This is an optimization exercise on Yosys and OpenROAD, whose aim is small area, a short achievable clock period and few clock cycles per item, not a production implementation. Where RTL was checked, it was by simulation tests only, not by an equivalence proof against the original. Power is estimated from default activity; no workload was simulated.

==> v9: inputs <==
## closest_colour_pixel_tracker
module closest_colour_pixel_tracker (
  input  wire         clk,
  input  wire         rst_n,
  input  wire         cfg_we,
  input  wire  [2:0]  cfg_idx,
  input  wire  [23:0] cfg_wdata,
  input  wire         in_valid,
  output wire         in_stall,
  input  wire  [47:0] in_data,
  output wire         out_valid,
  input  wire         out_stall,
  output wire  [68:0] out_data
);
export LEC_CHECK = 0
export CAP_MARGIN = 20
export CORE_MARGIN = 2
export CORE_UTILIZATION = 40
export CTS_CLUSTER_DIAMETER = 100
export CTS_CLUSTER_SIZE = 25
export SETUP_SLACK_MARGIN = 4.5
export SLEW_MARGIN = 20
export SYNTH_HIERARCHICAL = 1
create_clock -name core_clock -period 7.5 [get_ports {clk}]
standard.sh (not shown) runs the stock make flow with config.mk's settings and CLKGATE_MAP_FILE= SYNTH_SCRIPT=/design/flow/synth_recipe.tcl, a recipe that flattens the netlist after the stock synthesis.
==> flow/flow/run.sh <==
#!/bin/bash
# Layout flow: the standard flow (standard.sh), with the port buffers made of
# sky130_fd_sc_hd__buf_2 cells. The full make output goes to standard.log here.
set -euo pipefail
bash standard.sh "BUFFER_PORTS_ARGS=-buffer_cell sky130_fd_sc_hd__buf_2" finish > standard.log 2>&1
==> inputs of v23, as changes to v9 <==
--- a/flow/design.v
+++ b/flow/design.v
@@ -1836,72 +1836,52 @@
   always @(posedge clk) begin
     s3_d0 <= d0;
     s3_d1 <= d1;
     s3_d2 <= d2;
   end
   reg  [15:0] best0, best1, best2;
   reg  [21:0] pos0, pos1, pos2;
   reg         flag0, flag1, flag2;
+  wire [21:0] pos_in = s3_pos & {22{rst_n}};
   wire lt_best0 = (s3_d0 < {2'b00, best0});
   wire lt_rst0  = (s3_d0 < 18'd65025);
   wire lt0      = s3_first ? lt_rst0 : lt_best0;
   wire pres0    = (s3_d0 < thr_sq0);
   always @(posedge clk) begin
-    if (!rst_n) begin
-      best0 <= 16'd65025;
-      pos0  <= 22'd0;
-      flag0 <= 1'b0;
-    end else if (s3_v) begin
-      if (lt0) begin
-        best0 <= s3_d0[15:0];
-        pos0  <= s3_pos;
-      end else if (s3_first) begin
-        best0 <= 16'd65025;
-      end
-      flag0 <= (flag0 & ~s3_first) | pres0;
-    end
+    if (!rst_n || (s3_v && (lt0 || s3_first)))
+      best0 <= (rst_n && lt0) ? s3_d0[15:0] : 16'd65025;
+    if (!rst_n || (s3_v && lt0))
+      pos0  <= pos_in;
+    if (!rst_n || s3_v)
+      flag0 <= rst_n & ((flag0 & ~s3_first) | pres0);
   end
   wire lt_best1 = (s3_d1 < {2'b00, best1});
   wire lt_rst1  = (s3_d1 < 18'd65025);
   wire lt1      = s3_first ? lt_rst1 : lt_best1;
   wire pres1    = (s3_d1 < thr_sq1);
   always @(posedge clk) begin
-    if (!rst_n) begin
-      best1 <= 16'd65025;
-      pos1  <= 22'd0;
-      flag1 <= 1'b0;
-    end else if (s3_v) begin
-      if (lt1) begin
-        best1 <= s3_d1[15:0];
-        pos1  <= s3_pos;
-      end else if (s3_first) begin
-        best1 <= 16'd65025;
-      end
-      flag1 <= (flag1 & ~s3_first) | pres1;
-    end
+    if (!rst_n || (s3_v && (lt1 || s3_first)))
+      best1 <= (rst_n && lt1) ? s3_d1[15:0] : 16'd65025;
+    if (!rst_n || (s3_v && lt1))
+      pos1  <= pos_in;
+    if (!rst_n || s3_v)
+      flag1 <= rst_n & ((flag1 & ~s3_first) | pres1);
   end
   wire lt_best2 = (s3_d2 < {2'b00, best2});
   wire lt_rst2  = (s3_d2 < 18'd65025);
   wire lt2      = s3_first ? lt_rst2 : lt_best2;
   wire pres2    = (s3_d2 < thr_sq2);
   always @(posedge clk) begin
-    if (!rst_n) begin
-      best2 <= 16'd65025;
-      pos2  <= 22'd0;
-      flag2 <= 1'b0;
-    end else if (s3_v) begin
-      if (lt2) begin
-        best2 <= s3_d2[15:0];
-        pos2  <= s3_pos;
-      end else if (s3_first) begin
-        best2 <= 16'd65025;
-      end
-      flag2 <= (flag2 & ~s3_first) | pres2;
-    end
+    if (!rst_n || (s3_v && (lt2 || s3_first)))
+      best2 <= (rst_n && lt2) ? s3_d2[15:0] : 16'd65025;
+    if (!rst_n || (s3_v && lt2))
+      pos2  <= pos_in;
+    if (!rst_n || s3_v)
+      flag2 <= rst_n & ((flag2 & ~s3_first) | pres2);
   end
   always @(posedge clk) begin
     if (!rst_n)                out_valid_r <= 1'b0;
     else if (s3_v & s3_last)   out_valid_r <= 1'b1;
     else if (handover)         out_valid_r <= 1'b0;
   end
   assign out_valid = out_valid_r;
   assign out_data  = {pos0, pos1, pos2, flag0, flag1, flag2};
Settings changed: CORE_UTILIZATION 40 to 55.
==> results.txt <==
- v9 completed with no timing, DRC or antenna violations. v23 completed without violations.
- In v23 the cell area is smaller than in v9, by 1.1%.
- Area after synthesis: v9 is larger than v23 (0.47%).
- Of v23 and v9, v23 has the higher clock-buffer cell count (gap 14).
- In v23 the non-clock buffer count is lower than in v9, by 9.
- Power is about the same in v23 and v9.
Testbench counts of v9, summed over its fixed seeds: cycles 34,564, pixels 34,052.
Function not checked in v23: the RTL went through the layout flow alone.


==> inputs of trial 89 <==
Another version of the RTL of closest_colour_pixel_tracker (not shown whole).
Design closest_colour_pixel_tracker, start of the top module:
module closest_colour_pixel_tracker (
  input  wire         clk,
  input  wire         rst_n,
  input  wire         cfg_we,
  input  wire  [2:0]  cfg_idx,
  input  wire  [23:0] cfg_wdata,
  input  wire         in_valid,
  output wire         in_stall,
  input  wire  [47:0] in_data,
  output wire         out_valid,
  input  wire         out_stall,
  output wire  [68:0] out_data
);
  reg  [23:0] tgn0, tgn1, tgn2;
  reg  [17:0] thr_sq0, thr_sq1, thr_sq2;
  reg  [8:0]  thr_r;
  reg  [17:0] thr_x;
  reg  [2:0]  thr_we1;
  wire [3:0]  wa = cfg_wdata[8:5];
  wire [4:0]  wb = cfg_wdata[4:0];
  wire [7:0]  wa2 =
                    (wa == 4'd1) ? 8'd1 :
                    (wa == 4'd2) ? 8'd4 :
                    (wa == 4'd3) ? 8'd9 :
                    (wa == 4'd4) ? 8'd16 :
                    (wa == 4'd5) ? 8'd25 :
                    (wa == 4'd6) ? 8'd36 :
                    (wa == 4'd7) ? 8'd49 :
                    (wa == 4'd8) ? 8'd64 :
                    (wa == 4'd9) ? 8'd81 :
                    (wa == 4'd10) ? 8'd100 :
                    (wa == 4'd11) ? 8'd121 :
                    (wa == 4'd12) ? 8'd144 :
                    (wa == 4'd13) ? 8'd169 :
                    (wa == 4'd14) ? 8'd196 :
                    (wa == 4'd15) ? 8'd225 :
                    8'd0;
  wire [9:0]  wb2 =
                    (wb == 5'd1) ? 10'd1 :
                    (wb == 5'd2) ? 10'd4 :
                    (wb == 5'd3) ? 10'd9 :
                    (wb == 5'd4) ? 10'd16 :
                    (wb == 5'd5) ? 10'd25 :
                    (wb == 5'd6) ? 10'd36 :
                    (wb == 5'd7) ? 10'd49 :
                    (wb == 5'd8) ? 10'd64 :
                    (wb == 5'd9) ? 10'd81 :
                    (wb == 5'd10) ? 10'd100 :
                    (wb == 5'd11) ? 10'd121 :
                    (wb == 5'd12) ? 10'd144 :
                    (wb == 5'd13) ? 10'd169 :
                    (wb == 5'd14) ? 10'd196 :
                    (wb == 5'd15) ? 10'd225 :
                    (wb == 5'd16) ? 10'd256 :
  ...
==> flow/config.mk <==
export PLATFORM = sky130hd
export DESIGN_NAME = closest_colour_pixel_tracker
export DESIGN_NICKNAME = closest_colour_pixel_tracker
export VERILOG_FILES = /design/flow/design.v
export SDC_FILE = /design/flow/constraint.sdc
export NUM_CORES = 4
export LEC_CHECK = 0
export CAP_MARGIN = 20
export CORE_MARGIN = 2
export CORE_UTILIZATION = 40
export CTS_CLUSTER_DIAMETER = 100
export CTS_CLUSTER_SIZE = 25
export SETUP_SLACK_MARGIN = 4.5
export SLEW_MARGIN = 20
export SYNTH_HIERARCHICAL = 1
==> flow/constraint.sdc <==
create_clock -name core_clock -period 7.5 [get_ports {clk}]
set_input_delay 1.5000 -clock core_clock [delete_from_list [all_inputs] [get_ports {clk}]]
set_output_delay 1.5000 -clock core_clock [all_outputs]
set_load 0.01 [all_outputs]
Scripts as last shown in full above: flow/flow/run.sh
==> inputs of trial 2, as changes to trial 89 <==
--- a/flow/design.v
+++ b/flow/design.v
@@ -11,16 +11,14 @@
   input  wire  [47:0] in_data,
   output wire         out_valid,
   input  wire         out_stall,
   output wire  [68:0] out_data
 );
   reg  [23:0] tgn0, tgn1, tgn2;
   reg  [17:0] thr_sq0, thr_sq1, thr_sq2;
-  reg  [8:0]  thr_r;
-  reg  [17:0] thr_x;
   reg  [2:0]  thr_we1;
   wire [3:0]  wa = cfg_wdata[8:5];
   wire [4:0]  wb = cfg_wdata[4:0];
   wire [7:0]  wa2 =
                     (wa == 4'd1) ? 8'd1 :
                     (wa == 4'd2) ? 8'd4 :
                     (wa == 4'd3) ? 8'd9 :
@@ -66,65 +64,99 @@
                     (wb == 5'd26) ? 10'd676 :
                     (wb == 5'd27) ? 10'd729 :
                     (wb == 5'd28) ? 10'd784 :
                     (wb == 5'd29) ? 10'd841 :
                     (wb == 5'd30) ? 10'd900 :
                     (wb == 5'd31) ? 10'd961 :
                     10'd0;
-  wire p843 = thr_r[5] & thr_r[0];
-  wire p844 = thr_r[5] & thr_r[1];
-  wire p845 = thr_r[5] & thr_r[2];
-  wire p846 = thr_r[5] & thr_r[3];
-  wire p847 = thr_r[5] & thr_r[4];
-  wire p848 = thr_r[6] & thr_r[0];
-  wire p849 = thr_r[6] & thr_r[1];
-  wire p850 = thr_r[6] & thr_r[2];
-  wire p851 = thr_r[6] & thr_r[3];
-  wire p852 = thr_r[6] & thr_r[4];
-  wire p853 = thr_r[7] & thr_r[0];
-  wire p854 = thr_r[7] & thr_r[1];
-  wire p855 = thr_r[7] & thr_r[2];
-  wire p856 = thr_r[7] & thr_r[3];
-  wire p857 = thr_r[7] & thr_r[4];
-  wire p858 = thr_r[8] & thr_r[0];
-  wire p859 = thr_r[8] & thr_r[1];
-  wire p860 = thr_r[8] & thr_r[2];
-  wire p861 = thr_r[8] & thr_r[3];
-  wire p862 = thr_r[8] & thr_r[4];
+  wire p843 = cfg_wdata[5] & cfg_wdata[0];
+  wire p844 = cfg_wdata[5] & cfg_wdata[1];
+  wire p845 = cfg_wdata[5] & cfg_wdata[2];
+  wire p846 = cfg_wdata[5] & cfg_wdata[3];
+  wire p847 = cfg_wdata[5] & cfg_wdata[4];
+  wire p848 = cfg_wdata[6] & cfg_wdata[0];
+  wire p849 = cfg_wdata[6] & cfg_wdata[1];
+  wire p850 = cfg_wdata[6] & cfg_wdata[2];
+  wire p851 = cfg_wdata[6] & cfg_wdata[3];
+  wire p852 = cfg_wdata[6] & cfg_wdata[4];
+  wire p853 = cfg_wdata[7] & cfg_wdata[0];
+  wire p854 = cfg_wdata[7] & cfg_wdata[1];
+  wire p855 = cfg_wdata[7] & cfg_wdata[2];
+  wire p856 = cfg_wdata[7] & cfg_wdata[3];
+  wire p857 = cfg_wdata[7] & cfg_wdata[4];
+  wire p858 = cfg_wdata[8] & cfg_wdata[0];
+  wire p859 = cfg_wdata[8] & cfg_wdata[1];
+  wire p860 = cfg_wdata[8] & cfg_wdata[2];
+  wire p861 = cfg_wdata[8] & cfg_wdata[3];
+  wire p862 = cfg_wdata[8] & cfg_wdata[4];
   wire fs20001, fc20001;
-  ccpt_fa u_fa20001 (.a(thr_x[7]), .b(p844), .c(p848), .s(fs20001), .co(fc20001));
+  ccpt_fa u_fa20001 (.a(p844), .b(p848), .c(wb2[7]), .s(fs20001), .co(fc20001));
   wire fs20002, fc20002;
-  ccpt_fa u_fa20002 (.a(thr_x[8]), .b(p845), .c(p849), .s(fs20002), .co(fc20002));
+  ccpt_fa u_fa20002 (.a(p845), .b(p849), .c(p853), .s(fs20002), .co(fc20002));
   wire fs20003, fc20003;
-  ccpt_fa u_fa20003 (.a(p853), .b(fc20001), .c(fs20002), .s(fs20003), .co(fc20003));
+  ccpt_fa u_fa20003 (.a(wb2[8]), .b(fs20002), .c(fc20001), .s(fs20003), .co(fc20003));
   wire fs20004, fc20004;
-  ccpt_fa u_fa20004 (.a(thr_x[9]), .b(p846), .c(p850), .s(fs20004), .co(fc20004));
+  ccpt_fa u_fa20004 (.a(p846), .b(p850), .c(p854), .s(fs20004), .co(fc20004));
   wire fs20005, fc20005;
-  ccpt_fa u_fa20005 (.a(p854), .b(p858), .c(fc20002), .s(fs20005), .co(fc20005));
+  ccpt_fa u_fa20005 (.a(p858), .b(fc20002), .c(wb2[9]), .s(fs20005), .co(fc20005));
   wire fs20006, fc20006;
-  ccpt_fa u_fa20006 (.a(fs20004), .b(fc20003), .c(fs20005), .s(fs20006), .co(fc20006));
+  ccpt_fa u_fa20006 (.a(p847), .b(p851), .c(p855), .s(fs20006), .co(fc20006));
   wire fs20007, fc20007;
-  ccpt_fa u_fa20007 (.a(thr_x[10]), .b(p847), .c(p851), .s(fs20007), .co(fc20007));
+  ccpt_fa u_fa20007 (.a(p859), .b(fc20004), .c(wa2[0]), .s(fs20007), .co(fc20007));
   wire fs20008, fc20008;
-  ccpt_fa u_fa20008 (.a(p855), .b(p859), .c(fc20004), .s(fs20008), .co(fc20008));
+  ccpt_fa u_fa20008 (.a(fs20006), .b(fc20005), .c(fs20007), .s(fs20008), .co(fc20008));
   wire fs20009, fc20009;
-  ccpt_fa u_fa20009 (.a(fs20007), .b(fc20005), .c(fs20008), .s(fs20009), .co(fc20009));
+  ccpt_fa u_fa20009 (.a(p852), .b(p856), .c(p860), .s(fs20009), .co(fc20009));
   wire fs20010, fc20010;
-  ccpt_fa u_fa20010 (.a(thr_x[11]), .b(p852), .c(p856), .s(fs20010), .co(fc20010));
+  ccpt_fa u_fa20010 (.a(fc20006), .b(fs20009), .c(fc20007), .s(fs20010), .co(fc20010));
   wire fs20011, fc20011;
-  ccpt_fa u_fa20011 (.a(p860), .b(fc20007), .c(fs20010), .s(fs20011), .co(fc20011));
+  ccpt_fa u_fa20011 (.a(p857), .b(p861), .c(fc20009), .s(fs20011), .co(fc20011));
   wire fs20012, fc20012;
-  ccpt_fa u_fa20012 (.a(fc20008), .b(fs20011), .c(fc20009), .s(fs20012), .co(fc20012));
+  ccpt_fa u_fa20012 (.a(p862), .b(wa2[3]), .c(fc20011), .s(fs20012), .co(fc20012));
+  reg  [0:0] thr_c_0;
+  reg  [0:0] thr_c_2;
+  reg  [0:0] thr_c_3;
+  reg  [0:0] thr_c_4;
+  reg  [0:0] thr_c_5;
+  reg  [1:0] thr_c_6;
+  reg  [0:0] thr_c_7;
+  reg  [0:0] thr_c_8;
+  reg  [2:0] thr_c_9;
+  reg  [0:0] thr_c_10;
+  reg  [1:0] thr_c_11;
+  reg  [2:0] thr_c_12;
+  reg  [0:0] thr_c_13;
+  reg  [1:0] thr_c_14;
+  reg  [0:0] thr_c_15;
+  reg  [0:0] thr_c_16;
+  reg  [0:0] thr_c_17;
+  always @(posedge clk) begin
+    thr_c_0 <= {wb2[0]};
+    thr_c_2 <= {wb2[2]};
+    thr_c_3 <= {wb2[3]};
+    thr_c_4 <= {wb2[4]};
+    thr_c_5 <= {wb2[5]};
+    thr_c_6 <= {p843, wb2[6]};
+    thr_c_7 <= {fs20001};
+    thr_c_8 <= {fs20003};
+    thr_c_9 <= {fc20003, fs20005, fs20004};
+    thr_c_10 <= {fs20008};
+    thr_c_11 <= {fs20010, fc20008};
+    thr_c_12 <= {fc20010, fs20011, wa2[2]};
+    thr_c_13 <= {fs20012};
+    thr_c_14 <= {fc20012, wa2[4]};
+    thr_c_15 <= {wa2[5]};
+    thr_c_16 <= {wa2[6]};
+    thr_c_17 <= {wa2[7]};
+  end
   wire fs20013, fc20013;
-  ccpt_fa u_fa20013 (.a(thr_x[12]), .b(p857), .c(p861), .s(fs20013), .co(fc20013));
+  ccpt_fa u_fa20013 (.a(thr_c_9[0]), .b(thr_c_9[1]), .c(thr_c_9[2]), .s(fs20013), .co(fc20013));
   wire fs20014, fc20014;
-  ccpt_fa u_fa20014 (.a(fc20010), .b(fs20013), .c(fc20011), .s(fs20014), .co(fc20014));
-  wire fs20015, fc20015;
-  ccpt_fa u_fa20015 (.a(thr_x[13]), .b(p862), .c(fc20013), .s(fs20015), .co(fc20015));
-  wire [17:0] thr_sq_w = {thr_x[17], thr_x[16], thr_x[15], thr_x[14], fc20014, fc20012, fs20012, fc20006, fs20006, fs20003, fs20001, thr_x[6], thr_x[5], thr_x[4], thr_x[3], thr_x[2], thr_x[1], thr_x[0]} + {1'b0, 1'b0, 1'b0, fc20015, fs20015, fs20014, 1'b0, fs20009, 1'b0, 1'b0, 1'b0, p843, 1'b0, 1'b0, 1'b0, 1'b0, 1'b0, 1'b0};
+  ccpt_fa u_fa20014 (.a(thr_c_12[0]), .b(thr_c_12[1]), .c(thr_c_12[2]), .s(fs20014), .co(fc20014));
+  wire [17:0] thr_sq_w = {thr_c_17[0], thr_c_16[0], thr_c_15[0], thr_c_14[0], thr_c_13[0], fs20014, thr_c_11[0], thr_c_10[0], fs20013, thr_c_8[0], thr_c_7[0], thr_c_6[0], thr_c_5[0], thr_c_4[0], thr_c_3[0], thr_c_2[0], 1'b0, thr_c_0[0]} + {1'b0, 1'b0, 1'b0, thr_c_14[1], fc20014, 1'b0, thr_c_11[1], fc20013, 1'b0, 1'b0, 1'b0, thr_c_6[1], 1'b0, 1'b0, 1'b0, 1'b0, 1'b0, 1'b0};
   always @(posedge clk) begin
     if (!rst_n) begin
       tgn0 <= ~24'hFF0000;
       tgn1 <= ~24'h00FF00;
       tgn2 <= ~24'h0000FF;
       thr_sq0 <= 18'd22500;
       thr_sq1 <= 18'd30625;
@@ -135,16 +167,14 @@
       if (cfg_we && cfg_idx == 3'd1) tgn1 <= ~cfg_wdata;
       if (cfg_we && cfg_idx == 3'd2) tgn2 <= ~cfg_wdata;
       if (thr_we1[0]) thr_sq0 <= thr_sq_w;
       if (thr_we1[1]) thr_sq1 <= thr_sq_w;
       if (thr_we1[2]) thr_sq2 <= thr_sq_w;
       thr_we1 <= {cfg_we && cfg_idx == 3'd5, cfg_we && cfg_idx == 3'd4, cfg_we && cfg_idx == 3'd3};
     end
-    thr_r <= cfg_wdata[8:0];
-    thr_x <= {wa2, wb2};
   end
   reg         busy_r;
   reg         out_valid_r;
   wire        accept   = in_valid & ~busy_r;
   wire        handover = out_valid_r & ~out_stall;
   always @(posedge clk) begin
     if (!rst_n)                     busy_r <= 1'b0;
==> inputs of build 64, as changes to trial 89 <==
==> flow/flow/run.sh (replaced) <==
#!/bin/bash
# Layout flow: the standard flow (standard.sh), with the port buffers made of
# sky130_fd_sc_hd__buf_1 cells. The full make output goes to standard.log here.
set -euo pipefail
bash standard.sh "BUFFER_PORTS_ARGS=-buffer_cell sky130_fd_sc_hd__buf_1" finish > standard.log 2>&1
CORE_UTILIZATION = 50   (was 40)
CTS_CLUSTER_SIZE = 22   (was 25)
SETUP_SLACK_MARGIN = 4.6   (was 4.5)
==> results.txt <==
item                                                         trial 2                 build 64                 trial 89
Run status                                   complete, no violations  complete, no violations  complete, no violations
Synth Area in XOR/XNOR                                        0.0227                   0.0230                   0.0230
Part of the power in combinational logic                       0.464                    0.486                    0.473
DR WL met3                                                   3530 um                  2900 um                  3330 um
Final Instance Count excl. Fillers                             3,879                    3,616                    3,859
Drt first-iter violations                                        946                    1,015                    1,124
Area growth syn-to-layout                                      9.60%                    9.20%                    10.4%
Fraction of area in multi-input gates                          0.540                    0.548                    0.540
Post-cts sizing count                                             16                       56                       34
Synth Area in Adders                                           0.313                    0.314                    0.314
Worst slew margin relative to its limit                        0.277                    0.279                    0.286
Top cell by count, worst path                                      -    sky130_fd_sc_hd__fa_2    sky130_fd_sc_hd__fa_2
Simple-gate area share of the yosys netlist                    0.133                    0.130                    0.130
Switching power share of the total                             0.384                    0.391                    0.391
Initial core utilization                                       0.405                    0.502                    0.405
Worst min-delay path startpoint                              s2_t1_5               s1_pos[11]               s2_pos[12]
Setup repair bufs after CTS                                        4                        6                        7
Testbench counts of trial 2, summed over its fixed seeds: cycles 34,564, pixels 34,052.
No functional check of the RTL was part of trial 89 and build 64.

[re-timing with driven ports]
In the flow no input, the clock included, has a driving cell. The finished layouts below were timed again as built, in two steps.
Step 1 sets driving cells, clkbuf_16 on the clock port and buf_2 on the other inputs (assumed; they add their load-dependent delay and slew).
Step 2 times the ports against the registers' clock, not the clock port: input delays grow and output delays shrink by t, the midpoint of the rising clock arrivals with the driver on.
a / b / c = ideal ports / drivers / drivers and shift; a / b = the first two.
run	shift t [ns]	setup slack, ns	worst hold slack (ns)	clock arrival spread, ns	worst data-port slew with drivers (ns)
v9	0.673	4.576 / 4.576 / 4.017	0.313 / 0.313 / 0.313	0.039 / 0.039	0.09
v23	0.667	4.562 / 4.562 / 4.054	0.325 / 0.325 / 0.325	0.032 / 0.033	0.09
trial 89	0.692	4.127 / 4.127 / 4.047	0.327 / 0.327 / 0.327	0.029 / 0.029	0.13
trial 2	0.673	4.479 / 4.479 / 3.997	0.329 / 0.329 / 0.329	0.028 / 0.027	0.08
build 64	0.689	4.114 / 4.114 / 4.020	0.324 / 0.324 / 0.324	0.021 / 0.021	0.10
After both steps setup and hold are still met in every run listed. For v9, which loses most, drivers alone change the setup slack by 0.000 ns; drivers and shift together by -0.559 ns.
